Source: an optimization exercise on an open RTL-to-GDS flow (aim: small area). Production flows keep margins and buffers that such runs may drop. Only simulation tests tie the RTL to the original design; equivalence was not proved. Power is estimated from default activity; no workload was simulated.

==> run a <==
// nmea_sentence_parser
module nmea_sentence_parser (
  input  logic       clk_i,
  input  logic       rst_ni,
  input  logic       in_valid_i,
  output logic       in_stall_o,
  input  logic       opcode_i,
  input  logic [7:0] rx_byte_i,
  input  logic [1:0] read_type_i,
  input  logic [4:0] read_field_i,
  input  logic [3:0] read_pos_i,
  output logic       out_valid_o,
  input  logic       out_stall_i,
  output logic [7:0] read_char_o,
  output logic       frame_valid_o,
  output logic       sentence_done_o,
  output logic [1:0] done_type_o
);
Settings: LEC_CHECK=0, CAP_MARGIN=20, CORE_MARGIN=2, CORE_UTILIZATION=60, CTS_BUF_LIST=sky130_fd_sc_hd__clkbuf_8, CTS_CLUSTER_DIAMETER=60, CTS_CLUSTER_SIZE=20, SLEW_MARGIN=20, SYNTH_MEMORY_MAX_BITS=8192; clock period 10.0 ns.
run.sh (not shown) runs the stock make flow with config.mk's settings and CLKGATE_MAP_FILE= SYNTH_SCRIPT=/design/flow/synth_recipe.tcl, a recipe that flattens the netlist after the stock synthesis.
==> run b (differences from run a) <==
--- a/flow/config.mk
+++ b/flow/config.mk
@@ -7,9 +7,6 @@
 export LEC_CHECK = 0
 export CAP_MARGIN = 20
 export CORE_MARGIN = 2
-export CORE_UTILIZATION = 60
-export CTS_BUF_LIST = sky130_fd_sc_hd__clkbuf_8
-export CTS_CLUSTER_DIAMETER = 60
-export CTS_CLUSTER_SIZE = 20
+export CORE_UTILIZATION = 40
 export SLEW_MARGIN = 20
 export SYNTH_MEMORY_MAX_BITS = 8192
==> summary.txt <==
quantity                                                                  run b                     run a
Outcome                                                timing/DRC/antenna clean  timing/DRC/antenna clean
Depth of the most critical reg-to-reg path                                   15                        12
Switching part of the total power                                         0.196                     0.205
Number of vias per cell after detailed routing                             3.85                      4.37
Proportion of cell area occupied by registers                             0.789                     0.873
Non-clock buffer total of the final layout                                   50                        54
Drt initial violations                                                     1375                      1358
Max FO, Critical Path                                                         7                        11
Non-clock buffers, area share                                           0.00524                   0.00616
Die extent in x                                                          438 um                    358 um
Worst setup path endpoint                                        done_type_o[0]            read_char_o[7]
Via count of the first global-routing pass                                28100                     25400
Achievable Freq                                                         171 MHz                   163 MHz
Terminus of the critical flop-to-flop path                              xr_q[7]                   xr_q[2]
Global-route met3 utilization                                            0.0279                    0.0317
Die area                                                           192000 sq um              128000 sq um
CP Depth                                                                      4                         7
Footprint of the multi-input gates                                   4540 sq um                4540 sq um
Static leakage                                                          35.7 nW                   32.1 nW
Worst R2R Setup Slack                                                   5.44 ns                   5.60 ns
Proportion of cell area occupied by multi-input gates                    0.0508                    0.0561
Smallest hold slack                                                    0.265 ns                  0.306 ns
Terminating pin of the worst hold path                 u_store.g_ring[8].q[157]  u_store.g_ring[4].q[134]
Number of clock buffers in the layout                                       450                       203


==> 10-12: inputs <==
==> flow/design.v <==
`timescale 1ns / 1ps
module nsp_ram #(
  parameter int RINGS = 10,
  parameter int DEPTH = 43
) (
  input  logic       clk_i,
  input  logic       we_i,
  input  logic [3:0] wring_i,
  input  logic [7:0] wdata_i,
  input  logic [3:0] rring_i,
  output logic [7:0] rdata_o
);
  logic [7:0] tap [RINGS];
  for (genvar r = 0; r < RINGS; r++) begin : g_ring
    logic [DEPTH*8-1:0] q;
    logic [7:0]         ins;
    assign tap[r] = q[DEPTH*8-1 -: 8];
    assign ins    = (we_i && wring_i == 4'(r)) ? wdata_i : tap[r];
    always_ff @(posedge clk_i) begin
      q <= {q[(DEPTH-1)*8-1:0], ins};
    end
  end
  always_comb begin
    rdata_o = 8'h00;
    for (int r = 0; r < RINGS; r++) begin
      if (rring_i == 4'(r)) rdata_o = tap[r];
    end
  end
endmodule
`timescale 1ns / 1ps
module nmea_sentence_parser (
  input  logic       clk_i,
  input  logic       rst_ni,
  input  logic       in_valid_i,
  output logic       in_stall_o,
  input  logic       opcode_i,
  input  logic [7:0] rx_byte_i,
  input  logic [1:0] read_type_i,
  input  logic [4:0] read_field_i,
  input  logic [3:0] read_pos_i,
  output logic       out_valid_o,
  input  logic       out_stall_i,
  output logic [7:0] read_char_o,
  output logic       frame_valid_o,
  output logic       sentence_done_o,
  output logic [1:0] done_type_o
);
  localparam int DEPTH = 43;   
  localparam logic [5:0] TMR_START = 6'b000001;
  localparam logic [5:0] TMR_END   = 6'b111011;
  localparam logic [3:0] S_WAIT   = 4'd0;
  localparam logic [3:0] S_FIELDS = 4'd1;
  localparam logic [3:0] S_SUM    = 4'd2;
  localparam logic [3:0] S_DEAD   = 4'd3;    
  localparam logic [3:0] S_I0     = 4'd4;    
  localparam logic [3:0] S_I1     = 4'd5;    
  localparam logic [3:0] S_I2     = 4'd6;    
  localparam logic [3:0] S_I3G    = 4'd7;    
  localparam logic [3:0] S_I3R    = 4'd8;    
  localparam logic [3:0] S_I4GG   = 4'd9;    
  localparam logic [3:0] S_I4GS   = 4'd10;   
  localparam logic [3:0] S_I4RM   = 4'd11;   
  localparam logic [3:0] S_I5GGA  = 4'd12;   
  localparam logic [3:0] S_I5RMC  = 4'd13;   
  localparam logic [3:0] S_I5GSA  = 4'd14;   
  localparam logic [7:0] CH_DOLLAR = 8'h24;
  localparam logic [7:0] CH_COMMA  = 8'h2C;
  localparam logic [7:0] CH_STAR   = 8'h2A;
  function automatic logic [4:0] last_field(input logic [1:0] t);
    last_field = 5'd17;
    if (t == 2'd0) last_field = 5'd14;
    else if (t == 2'd1) last_field = 5'd12;
  endfunction
  logic        pend_q;         
  logic        ov_q;           
  logic        ib_op_q;        
  logic [10:0] ib_q;           
  logic [5:0]  tmr_q;          
  logic [7:0]  rchar_q;        
  logic [3:0]  st_q;
  logic [2:0]  vf_q;           
  logic [1:0]  ty_q;
  logic [4:0]  fn_q;
  logic [3:0]  ps_q;
  logic [7:0]  xr_q;           
  logic [1:0]  rot_t_q;        
  logic [4:0]  rot_f_q;        
  logic [7:0] b;
  logic [1:0] rt;
  logic [4:0] rf;
  logic [3:0] rp;
  assign b  = ib_q[7:0];
  assign rt = ib_q[10:9];
  assign rf = ib_q[8:4];
  assign rp = ib_q[3:0];
  logic is_comma, is_star, is_dollar;
  assign is_comma  = (b == CH_COMMA);
  assign is_star   = (b == CH_STAR);
  assign is_dollar = (b == CH_DOLLAR);
  logic rd_ok, wr_ok, kept, use_store, finish, accept, hit;
  assign kept      = (fn_q <= last_field(ty_q));
  assign rd_ok     = (rt != 2'd3) && (rf != 5'd0) && (rf <= last_field(rt)) && (rp < 4'd10);
  assign wr_ok     = (st_q == S_FIELDS) && kept && (ps_q < 4'd10);
  assign use_store = ib_op_q ? rd_ok : wr_ok;
  assign finish    = pend_q && (!use_store || tmr_q == TMR_END);
  assign accept    = in_valid_i && !pend_q && !ov_q;
  assign in_stall_o = pend_q || ov_q;
  logic [1:0] tgt_t;
  logic [4:0] tgt_f;
  assign tgt_t = ib_op_q ? rt : ty_q;
  assign tgt_f = ib_op_q ? rf : fn_q;
  assign hit   = pend_q && use_store && (rot_t_q == tgt_t) && (rot_f_q == tgt_f);
  logic [7:0] rdata;
  nsp_ram #(
    .RINGS (10),
    .DEPTH (DEPTH)
  ) u_store (
    .clk_i   (clk_i),
    .we_i    (hit && !ib_op_q),
    .wring_i (ps_q),
    .wdata_i ((is_comma || is_star) ? 8'h00 : b),
    .rring_i (rp),
    .rdata_o (rdata)
  );
  always_ff @(posedge clk_i) begin
    if (rot_t_q == 2'd3 || rot_f_q >= last_field(rot_t_q)) begin
      rot_f_q <= 5'd1;
      rot_t_q <= (rot_t_q == 2'd0) ? 2'd1 : (rot_t_q == 2'd1) ? 2'd2 : 2'd0;
    end else begin
      rot_f_q <= rot_f_q + 5'd1;
    end
  end
  always_ff @(posedge clk_i or negedge rst_ni) begin
    if (!rst_ni) begin
      pend_q <= 1'b0;
      ov_q   <= 1'b0;
    end else begin
      if (accept) pend_q <= 1'b1;
      else if (finish) pend_q <= 1'b0;
      if (finish) ov_q <= 1'b1;
      else if (!out_stall_i) ov_q <= 1'b0;
    end
  end
  always_ff @(posedge clk_i) begin
    tmr_q <= accept ? TMR_START : {tmr_q[4:0], tmr_q[5] ^ tmr_q[4]};
    if (accept) begin
      ib_op_q <= opcode_i;
      ib_q    <= opcode_i ? {read_type_i, read_field_i, read_pos_i} : {3'b000, rx_byte_i};
    end
    if (hit && ib_op_q) rchar_q <= rdata;
  end
  logic       is_digit;
  logic [7:0] hex_v;
  logic [7:0] xr_op;
  always_comb begin
    is_digit = (b[7:4] == 4'h3) && (b[3:0] <= 4'd9);
    hex_v    = is_digit ? {4'h0, b[3:0]} : b - 8'h37;
    xr_op    = (st_q == S_SUM) ? hex_v : b;
  end
  logic step;
  assign step = finish && !ib_op_q;
  always_ff @(posedge clk_i or negedge rst_ni) begin
    if (!rst_ni) begin
      st_q <= S_WAIT;
      vf_q <= 3'b000;
    end else if (step) begin
      case (st_q)
        S_WAIT: if (is_dollar) st_q <= S_I0;
        S_FIELDS: if (is_star) st_q <= S_SUM;
        S_SUM: if (ps_q >= 4'd2) begin
          st_q       <= S_WAIT;
          vf_q[ty_q] <= (xr_q == 8'h00);
        end
        default: begin
          if (is_comma) begin
            if (st_q == S_I5GGA || st_q == S_I5RMC || st_q == S_I5GSA) st_q <= S_FIELDS;
            else st_q <= S_WAIT;
          end else begin
            case (st_q)
              S_I0:   st_q <= (b == "G") ? S_I1 : S_DEAD;
              S_I1:   st_q <= (b == "P") ? S_I2 : S_DEAD;
              S_I2:   st_q <= (b == "G") ? S_I3G : (b == "R") ? S_I3R : S_DEAD;
              S_I3G:  st_q <= (b == "G") ? S_I4GG : (b == "S") ? S_I4GS : S_DEAD;
              S_I3R:  st_q <= (b == "M") ? S_I4RM : S_DEAD;
              S_I4GG: st_q <= (b == "A") ? S_I5GGA : S_DEAD;
              S_I4GS: st_q <= (b == "A") ? S_I5GSA : S_DEAD;
              S_I4RM: st_q <= (b == "C") ? S_I5RMC : S_DEAD;
              default: st_q <= S_DEAD;
            endcase
          end
        end
      endcase
    end
  end
  always_ff @(posedge clk_i) begin
    if (step) begin
      case (st_q)
        S_WAIT: begin
          ps_q <= 4'd0;
          if (is_dollar) begin
            fn_q <= 5'd1;
            xr_q <= 8'h00;
          end
        end
        S_FIELDS: begin
          if (is_comma) begin
            xr_q <= xr_q ^ xr_op;
            if (kept) fn_q <= fn_q + 5'd1;
            ps_q <= 4'd0;
          end else if (is_star) begin
            ps_q <= 4'd0;
          end else begin
            xr_q <= xr_q ^ xr_op;
            if (ps_q < 4'd10) ps_q <= ps_q + 4'd1;
          end
        end
        S_SUM: begin
          if (ps_q == 4'd0) begin
            xr_q[7:4] <= xr_q[7:4] - hex_v[3:0];
            ps_q      <= 4'd1;
          end else if (ps_q == 4'd1) begin
            xr_q <= xr_q ^ xr_op;
            ps_q <= 4'd2;
          end
        end
        default: begin
          xr_q <= xr_q ^ xr_op;
          if (is_comma) begin
            if (st_q == S_I5GGA) ty_q <= 2'd0;
            if (st_q == S_I5RMC) ty_q <= 2'd1;
            if (st_q == S_I5GSA) ty_q <= 2'd2;
          end
        end
      endcase
    end
  end
  logic done;
  assign done = !ib_op_q && (st_q == S_WAIT) && (ps_q == 4'd2);
  assign out_valid_o     = ov_q;
  assign read_char_o     = (ib_op_q && rd_ok) ? rchar_q : 8'h00;
  assign frame_valid_o   = ib_op_q ? ((rt != 2'd3) && vf_q[rt]) : (done && vf_q[ty_q]);
  assign sentence_done_o = done;
  assign done_type_o     = done ? ty_q : 2'd0;
endmodule
==> flow/flow/run.sh <==
#!/bin/bash
# Layout flow: the standard ORFS flow (standard.sh), with
#  - the standard synthesis's netlist re-mapped: every register cell is kept
#    as it is (same cell, same name), and only the combinational cells are
#    turned back into logic and mapped again by ABC for area (flow/remap.tcl,
#    ABC script flow/area.abc);
#  - clock tree synthesis clustering the register clock pins onto clkbuf_8
#    leaf buffers and inserting no dummy loads.
# Each tool's full output goes to a log file of its own in the work folder
# (ORFS also keeps one log per step under orfs/logs/).
set -euo pipefail
cd "$(dirname "$0")/.."
W=$PWD
R=$W/orfs/results/$FLOW_PLATFORM/nmea_sentence_parser/base
CTS="CTS_ARGS=-sink_clustering_enable -repair_clock_nets -buf_list sky130_fd_sc_hd__clkbuf_8 -sink_clustering_size 19 -sink_clustering_max_diameter 60 -dont_use_dummy_load"

# 1. the standard synthesis
bash standard.sh synth > flow_synth.log 2>&1
cp "$R/1_2_yosys.v" "$W/std_synth.v"

# 2. re-map its combinational logic
export DONT_USE_CELLS="$(sed -n '/DONT_USE_CELLS/,/^$/p' "$FLOW_HOME/platforms/$FLOW_PLATFORM/config.mk" | grep -oE 'sky130_fd_sc_hd__\w+' | tr '\n' ' ')"
yosys -c flow/remap.tcl -- "$W/std_synth.v" "$W/remap.v" > flow_remap.log 2>&1

# 3. the layout, from the re-mapped netlist, in one make run
rm -f "$R"/1_*
bash standard.sh "SYNTH_NETLIST_FILES=$W/remap.v" "$CTS" finish > flow_layout.log 2>&1
==> flow/flow/area.abc <==
strash
&get -n
&dch -f
&nf -R 1000
&put
strash
&get -n
&dch -f
&nf -R 1000
&put
==> flow/flow/remap.tcl <==
yosys -import
set lib $::env(FLOW_HOME)/platforms/$::env(FLOW_PLATFORM)/lib/sky130_fd_sc_hd__tt_025C_1v80.lib
set in  [lindex $argv 0]
set out [lindex $argv 1]
set dont_use {}
foreach c $::env(DONT_USE_CELLS) { lappend dont_use -dont_use $c }
read_liberty -ignore_miss_func $lib
read_verilog $in
hierarchy -top nmea_sentence_parser
# keep every sequential cell as it is; turn the combinational cells into logic
blackbox =sky130_fd_sc_hd__df* =sky130_fd_sc_hd__edf* =sky130_fd_sc_hd__sdf* =sky130_fd_sc_hd__dl* =sky130_fd_sc_hd__conb_1
flatten
opt -purge
abc -liberty $lib {*}$dont_use -script [file join [file dirname [info script]] area.abc]
opt_clean -purge
splitnets
opt_clean -purge
hilomap -singleton -hicell sky130_fd_sc_hd__conb_1 HI -locell sky130_fd_sc_hd__conb_1 LO
insbuf -buf sky130_fd_sc_hd__buf_4 A X
yosys rename -enumerate
stat -liberty $lib
write_verilog -noattr -nohex -nodec $out
==> flow/standard.sh <==
#!/bin/bash
# synth_recipe.tcl (not shown) runs the flow's synth.tcl, then flattens the netlist and writes it again
# the make line also repeats each setting of config.mk as NAME=value (left out here)
make -C /OpenROAD-flow-scripts/flow DESIGN_CONFIG=/design/flow/config.mk WORK_HOME=/design/flow/orfs CLKGATE_MAP_FILE= SYNTH_SCRIPT=/design/flow/synth_recipe.tcl "${@:-finish}"
==> flow/config.mk <==
export PLATFORM = sky130hd
export DESIGN_NAME = nmea_sentence_parser
export DESIGN_NICKNAME = nmea_sentence_parser
export VERILOG_FILES = /design/flow/design.v
export SDC_FILE = /design/flow/constraint.sdc
export NUM_CORES = 4
export LEC_CHECK = 0
export CAP_MARGIN = 20
export CORE_MARGIN = 2
export CORE_UTILIZATION = 60
export CTS_BUF_LIST = sky130_fd_sc_hd__clkbuf_8
export CTS_CLUSTER_DIAMETER = 60
export CTS_CLUSTER_SIZE = 20
export SLEW_MARGIN = 20
export SYNTH_MEMORY_MAX_BITS = 8192
==> flow/constraint.sdc <==
create_clock -name core_clock -period 10.0 [get_ports {clk_i}]
set_input_delay 2.0000 -clock core_clock [delete_from_list [all_inputs] [get_ports {clk_i}]]
set_output_delay 2.0000 -clock core_clock [all_outputs]
set_load 0.01 [all_outputs]
==> 07-14 (differences from 10-12) <==
--- a/flow/flow/run.sh
+++ b/flow/flow/run.sh
@@ -6,2 +6,4 @@
 #    ABC script flow/area.abc);
+#  - every input and output port buffered, as the standard flow does, with
+#    the library's smallest buffer (buf_1);
 #  - clock tree synthesis clustering the register clock pins onto clkbuf_8
@@ -14,3 +16,4 @@
 R=$W/orfs/results/$FLOW_PLATFORM/nmea_sentence_parser/base
-CTS="CTS_ARGS=-sink_clustering_enable -repair_clock_nets -buf_list sky130_fd_sc_hd__clkbuf_8 -sink_clustering_size 19 -sink_clustering_max_diameter 60 -dont_use_dummy_load"
+PORTS="BUFFER_PORTS_ARGS=-buffer_cell sky130_fd_sc_hd__buf_1"
+CTS="CTS_ARGS=-sink_clustering_enable -repair_clock_nets -buf_list sky130_fd_sc_hd__clkbuf_8 -sink_clustering_size 20 -sink_clustering_max_diameter 60 -dont_use_dummy_load"
 
@@ -26,2 +29,2 @@
 rm -f "$R"/1_*
-bash standard.sh "SYNTH_NETLIST_FILES=$W/remap.v" "$CTS" finish > flow_layout.log 2>&1
+bash standard.sh "SYNTH_NETLIST_FILES=$W/remap.v" "$CTS" "$PORTS" finish > flow_layout.log 2>&1
GPL_TIMING_DRIVEN = 0   (was default)
==> comparison <==
07-14 completed with no timing, DRC or antenna violations. 10-12 produced a clean layout. Sequential power is about the same in 07-14 and 10-12. Of 07-14 and 10-12, 10-12 has the higher combinational power (gap 13%, measured against 10-12). In 10-12 the clock power is larger than in 07-14, by about 2%. In sequential cell count, 10-12 and 07-14 do not differ. Of 10-12 and 07-14, 07-14 has the higher first-iteration DRC count (gap about 5%, measured against 07-14). Synthesized cell count is the same in 10-12 and 07-14.

## static timing again, ports no longer ideal
Ports are ideal in the flow. The routed layouts listed here were re-timed in OpenROAD.
Step 1, drivers: a clkbuf_16 drives clk_i and a buf_2 each remaining input, both assumed.
Step 2 times the ports against the registers' clock, not the clock port: input delays grow and output delays shrink by t, the midpoint of the rising clock arrivals with the driver on.
Slacks: ideal / step 1 / step 2; pairs: ideal / step 1.
| run | t (ns) | setup WS [ns] | worst setup path at the end | latest minus earliest clock arrival (ns) | worst register clock-pin slew, ns |
|---|---|---|---|---|---|
| run a | 0.959 | 3.883 / 3.816 / 4.775 | register to output | 0.041 / 0.040 | 0.11 / 0.11 |
| run b | 0.937 | 4.137 / 4.067 / 5.004 | register to output | 0.066 / 0.066 | 0.07 / 0.07 |
| 10-12 | 0.916 | 4.152 / 4.087 / 5.003 | register to output | 0.124 / 0.124 | 0.11 / 0.11 |
| 07-14 | 0.919 | 4.362 / 4.298 / 5.218 | register to output | 0.095 / 0.095 | 0.11 / 0.11 |
After both steps every run listed still meets setup and hold.
